From an optimization exercise on the open Yosys and OpenROAD flow, aimed at small area; shortcuts taken in it are not production practice.
Only simulation tests tie the RTL to the original design; equivalence was not proved.
No driver is modelled on the clock port, so clocking that relies on it looks cheaper here than on a real chip.
Power and IR drop assume default switching activity.

==> flow/design.v <==
package tft_pkg;
	typedef struct packed {
		logic [4:0] red;
		logic [5:0] green;
		logic [4:0] blue;
	} rgb565_t;
	typedef struct packed {
		logic [7:0] red;
		logic [7:0] green;
		logic [7:0] blue;
	} rgb888_t;
	typedef struct packed {
		logic pixel_stb;
		logic hblank;
		logic vblank;
	} tft_sync_t;
	typedef struct packed {
		rgb888_t rgb;
		logic    de;
	} tft_pixel_t;
	typedef struct packed {
		logic        req;
		logic [23:0] addr;
	} mem_req_t;
endpackage
`timescale 1ns/1ps
module tft_timing (
	input  logic               clk,
	input  logic               n_reset,
	output tft_pkg::tft_sync_t sync,
	output logic               flush,
	output logic               first,
	output logic               near_stb
);
logic [10:0] cnt;
logic [10:0] nxt;
logic [11:0] cy;      
logic [2:0]  div;
logic [2:0]  line;
assign div  = cnt[2:0];
assign line = cnt[10:8];
always_comb begin
	cy[0] = 1'b1;
	for (int i = 0; i < 11; i++) begin
		nxt[i]    = cnt[i] ^ cy[i];
		cy[i + 1] = cnt[i] & cy[i];
	end
end
always_ff @(posedge clk, negedge n_reset) begin
	if (!n_reset)
		cnt <= '0;
	else
		cnt <= {nxt[10:7], nxt[6:5] | {2{~nxt[7]}}, nxt[4:0]};
end
assign sync     = {div == 3'd0 & (cnt[7] | cnt[6]), ~cnt[7], ~line[2] & ~line[1]};
assign flush    = line == 3'd0;
assign first    = div == 3'd1;
assign near_stb = div == 3'd0 | div[2] & (div[1] | div[0]);
endmodule
`timescale 1ns/1ps
module tft_fetch (
	input  logic                clk,
	input  logic                n_reset,
	input  tft_pkg::tft_sync_t  sync,
	input  logic                flush,
	input  logic                first,
	input  logic                near_stb,
	output tft_pkg::mem_req_t   mem,
	input  logic                rdy,
	input  logic                ifrdy,
	input  tft_pkg::rgb565_t    data,
	output tft_pkg::tft_pixel_t pixel,
	output logic                underrun
);
logic        req;
logic        accept;
logic        keep;
logic        pop;
logic        avail;
logic        shift;
logic        pending;  
logic [2:0]  beat;     
logic [6:0]  kept;     
logic [2:0]  rp;       
logic [2:0]  rp_inc;
logic [6:0]  kept_inc;
logic [7:0]  kc;
logic        show;     
logic        de;
logic [15:0] store [4];
logic [15:0] shown;
function automatic logic [2:0] step3(input logic [2:0] v, input logic en);
	step3 = {v[2] ^ (v[1] & v[0] & en), v[1] ^ (v[0] & en), v[0] ^ en};
endfunction
always_comb begin
	kc[0] = keep;
	for (int i = 0; i < 7; i++) begin
		kept_inc[i] = kept[i] ^ kc[i];
		kc[i + 1]   = kept[i] & kc[i];
	end
end
assign rp_inc = rp + 1'b1;
assign accept = req & rdy;
assign keep   = ifrdy & ~beat[2] & ~(beat[1] & beat[0]) & ~flush;
assign pop    = sync.pixel_stb & ~sync.hblank & ~sync.vblank;
assign avail  = (kept[2:0] != rp) | keep;
assign shift  = pop & avail;
assign req = ~flush & ~pending &
	(kept[2:0] == rp | kept[2:0] == rp_inc & (~show | near_stb));
always_ff @(posedge clk, negedge n_reset) begin
	if (!n_reset)
		beat <= '0;
	else
		beat <= step3(beat, ifrdy);
end
always_ff @(posedge clk, negedge n_reset) begin
	if (!n_reset) begin
		de   <= 1'b0;
		show <= 1'b0;
	end else begin
		de <= ~sync.hblank & ~sync.vblank;
		if (sync.pixel_stb)
			show <= shift;
	end
end
always_ff @(posedge clk) begin
	if (flush) begin
		pending <= 1'b0;
		kept    <= '0;
		rp      <= '0;
	end else begin
		if (accept)
			pending <= 1'b1;
		else if (keep & beat[1])
			pending <= 1'b0;
		kept <= kept_inc;
		rp   <= step3(rp, shift);
	end
end
always_ff @(posedge clk) begin
	if (keep)
		store[kept[1:0]] <= data;
end
always_comb begin
	shown = '0;
	for (int i = 0; i < 4; i++)
		if (show && rp[1:0] == 2'(i + 1))
			shown = shown | store[i];
end
assign mem      = {req, 4'hf, 13'd0, kept};
assign pixel    = {shown[15:11], 3'b000, shown[10:5], 2'b00, shown[4:0], 3'b000, de};
assign underrun = de & ~show & first;
endmodule
`timescale 1ns/1ps
module tft_top (
	input  logic                clk,
	input  logic                n_reset,
	output tft_pkg::mem_req_t   mem,
	input  logic                rdy,
	input  logic                ifrdy,
	input  tft_pkg::rgb565_t    data,
	output tft_pkg::tft_pixel_t pixel,
	output tft_pkg::tft_sync_t  sync,
	output logic                underrun
);
logic flush;
logic first;
logic near_stb;
tft_timing timing_i (
	.clk      (clk),
	.n_reset  (n_reset),
	.sync     (sync),
	.flush    (flush),
	.first    (first),
	.near_stb (near_stb)
);
tft_fetch fetch_i (
	.clk      (clk),
	.n_reset  (n_reset),
	.sync     (sync),
	.flush    (flush),
	.first    (first),
	.near_stb (near_stb),
	.mem      (mem),
	.rdy      (rdy),
	.ifrdy    (ifrdy),
	.data     (data),
	.pixel    (pixel),
	.underrun (underrun)
);
endmodule
export LEC_CHECK = 0
export CAP_MARGIN = 20
export CORE_MARGIN = 2
export CORE_UTILIZATION = 40
export SLEW_MARGIN = 20
create_clock -name core_clock -period 10.0 [get_ports {clk}]
standard.sh (not shown) runs the stock make flow with config.mk's settings and CLKGATE_MAP_FILE= SYNTH_SCRIPT=/design/flow/synth_recipe.tcl, a recipe that flattens the netlist after the stock synthesis.
==> flow/flow/run.sh <==
#!/bin/bash
# Standard ORFS layout with three changes: ports are buffered with buf_1,
# constants come from one tie cell per value, and CTS adds no dummy loads.
set -euo pipefail
export BUFFER_PORTS_ARGS="-buffer_cell sky130_fd_sc_hd__buf_1"
export SKIP_REPAIR_TIE_FANOUT=1
export CTS_ARGS="-sink_clustering_enable -repair_clock_nets -dont_use_dummy_load"
bash standard.sh synth > synth.log 2>&1
bash standard.sh "POST_CTS_TCL=$PWD/flow/post_cts.tcl" "BUFFER_PORTS_ARGS=$BUFFER_PORTS_ARGS" "SKIP_REPAIR_TIE_FANOUT=$SKIP_REPAIR_TIE_FANOUT" "CTS_ARGS=$CTS_ARGS" finish > layout.log 2>&1
==> flow/flow/post_cts.tcl <==
# Clock leaf buffers that drive few flip-flops get the next smaller clock buffer.
set small_leaf_max 12
set block [ord::get_db_block]
foreach inst [$block getInsts] {
  if {[[$inst getMaster] getName] ne "sky130_fd_sc_hd__clkbuf_8"} { continue }
  set net [[$inst findITerm X] getNet]
  if {$net eq "NULL"} { continue }
  set loads 0
  set leaf 1
  foreach it [$net getITerms] {
    if {[$it isOutputSignal]} { continue }
    incr loads
    if {[string match "*clkbuf*" [[[$it getInst] getMaster] getName]]} { set leaf 0 }
  }
  if {$leaf && $loads <= $small_leaf_max} {
    puts "post_cts: [$inst getName] drives $loads sinks, now clkbuf_4"
    replace_cell [$inst getName] sky130_fd_sc_hd__clkbuf_4
  }
}
estimate_parasitics -placement
report_check_types -max_slew -violators
==> next run, changes <==
==> flow/flow/run.sh (replaced) <==
#!/bin/bash
# Standard ORFS layout with three changes: ports are buffered with buf_1,
# constants come from one tie cell per value, and CTS adds no dummy loads.
set -euo pipefail
export BUFFER_PORTS_ARGS="-buffer_cell sky130_fd_sc_hd__buf_1"
export SKIP_REPAIR_TIE_FANOUT=1
export CTS_ARGS="-sink_clustering_enable -repair_clock_nets -dont_use_dummy_load -sink_clustering_levels 1 -sink_clustering_size 30 -sink_clustering_max_diameter 100"
bash standard.sh synth > synth.log 2>&1
bash standard.sh "BUFFER_PORTS_ARGS=$BUFFER_PORTS_ARGS" "SKIP_REPAIR_TIE_FANOUT=$SKIP_REPAIR_TIE_FANOUT" "CTS_ARGS=$CTS_ARGS" finish > layout.log 2>&1
removed: flow/flow/post_cts.tcl
Outcome: Routed wire length barely changes. Sequential share of layout area drops by 0.60 points. Register-to-register slack stays flat. Non-clock buffer count does not change.
==> next run, changes <==
==> flow/flow/run.sh (replaced) <==
#!/bin/bash
# Standard ORFS layout with these changes: ports are buffered with buf_1,
# constants come from one tie cell per value, CTS adds no dummy loads and a
# post-CTS step (post_cts.tcl) downsizes clock buffers while the flip-flop
# clock slew stays low, and power recovery downsizes non-critical gates.
set -euo pipefail
export BUFFER_PORTS_ARGS="-buffer_cell sky130_fd_sc_hd__buf_1"
export SKIP_REPAIR_TIE_FANOUT=1
export CTS_ARGS="-sink_clustering_enable -repair_clock_nets -dont_use_dummy_load"
export POST_CTS_TCL="$PWD/flow/post_cts.tcl"
bash standard.sh synth > synth.log 2>&1
bash standard.sh "BUFFER_PORTS_ARGS=$BUFFER_PORTS_ARGS" \
	"SKIP_REPAIR_TIE_FANOUT=$SKIP_REPAIR_TIE_FANOUT" \
	"CTS_ARGS=$CTS_ARGS" \
	"POST_CTS_TCL=$POST_CTS_TCL" \
	RECOVER_POWER=100 \
	finish > layout.log 2>&1
==> flow/flow/post_cts.tcl (new file) <==
# Downsize clock buffers where the flip-flop clock pins keep a slew below
# slew_limit (in the library's time unit, ns) by the placement estimate.
set slew_limit 0.120
set sizes {sky130_fd_sc_hd__clkbuf_2 sky130_fd_sc_hd__clkbuf_4}
set block [ord::get_db_block]

proc clock_sink_slew {} {
  set worst 0.0
  foreach pin [get_pins -hierarchical */CLK] {
    set s [get_property $pin slew_max]
    if {$s > $worst} { set worst $s }
  }
  return $worst
}

estimate_parasitics -placement
set bufs {}
foreach inst [$block getInsts] {
  if {[[$inst getMaster] getName] eq "sky130_fd_sc_hd__clkbuf_8"} {
    set net [[$inst findITerm X] getNet]
    if {$net ne "NULL" && [$net getSigType] eq "CLOCK"} { lappend bufs [$inst getName] }
  }
}
puts "post_cts: clock buffers $bufs, worst sink slew [clock_sink_slew]"
foreach name $bufs {
  set kept sky130_fd_sc_hd__clkbuf_8
  foreach size $sizes {
    replace_cell $name $size
    estimate_parasitics -placement
    set w [clock_sink_slew]
    if {$w <= $slew_limit} {
      set kept $size
      break
    }
  }
  if {$kept eq "sky130_fd_sc_hd__clkbuf_8"} { replace_cell $name $kept; estimate_parasitics -placement }
  puts "post_cts: $name -> $kept (worst sink slew [clock_sink_slew])"
}
Settings changed: CORE_UTILIZATION 40 to 55.
Effect:
- power went down by 3.8%
- synthesized cell count is unchanged
- final area falls by 2.2%
- worst hold slack hardly moves
- sequential share of layout area came out higher by 1.5 points
- sequential power hardly moves
- die area shrinks by 26%
- register-to-register slack gets worse by 0.04 ns
- utilization rises by 15 points
- clock skew increases by 0.0083 ns
- wire length went down by 2.5%
==> next run, changes <==
==> flow/flow/run.sh (replaced) <==
#!/bin/bash
# Standard ORFS layout with three changes: ports are buffered with buf_1,
# constants come from one tie cell per value, and CTS adds no dummy loads.
set -euo pipefail
export BUFFER_PORTS_ARGS="-buffer_cell sky130_fd_sc_hd__buf_1"
export SKIP_REPAIR_TIE_FANOUT=1
export CTS_ARGS="-sink_clustering_enable -repair_clock_nets -dont_use_dummy_load"
bash standard.sh synth > synth.log 2>&1
bash standard.sh "BUFFER_PORTS_ARGS=$BUFFER_PORTS_ARGS" "SKIP_REPAIR_TIE_FANOUT=$SKIP_REPAIR_TIE_FANOUT" "CTS_ARGS=$CTS_ARGS" GPL_KEEP_OVERFLOW=0 finish > layout.log 2>&1
Settings changed: CORE_UTILIZATION 55 to 40.
removed: flow/flow/post_cts.tcl
Power increases by 4.4%.
Area after synthesis is unchanged.
Clock power increases by 16%.
Cell area increases by 3.2%.
Global-route usage decreases by 4.3 points.
Worst setup slack improved by 0.13 ns.
Die area increases by 36%.
Worst hold slack got worse by 0.0089 ns.
Routed wire length increases by 3.9%.

static timing again, ports no longer ideal:
No port has a modelled driver above. Below, the same layouts with a new extraction and two added sets of constraints. Step 1 (the two cells are an assumption about what drives the block):
set clk [get_ports {clk}]
set_driving_cell -lib_cell sky130_fd_sc_hd__clkbuf_16 $clk
set_driving_cell -lib_cell sky130_fd_sc_hd__buf_2 [delete_from_list [all_inputs] $clk]
Step 2 also shifts input and output timing later by t, the mid clock arrival at the registers, as if the neighbouring blocks saw the same clock. Three values: ideal, step 1, step 2; two values: the first two.
run	t, ns	setup slack, ns	latest minus earliest clock arrival (ns)
the first run	0.362	5.829 / 5.801 / 6.163	0.027 / 0.028
the second run	0.360	5.856 / 5.824 / 6.149	0.023 / 0.024
the third run	0.517	5.744 / 5.717 / 6.085	0.031 / 0.032
the fourth run	0.377	5.870 / 5.838 / 6.137	0.024 / 0.024
After both steps setup and hold are still met in every run listed.
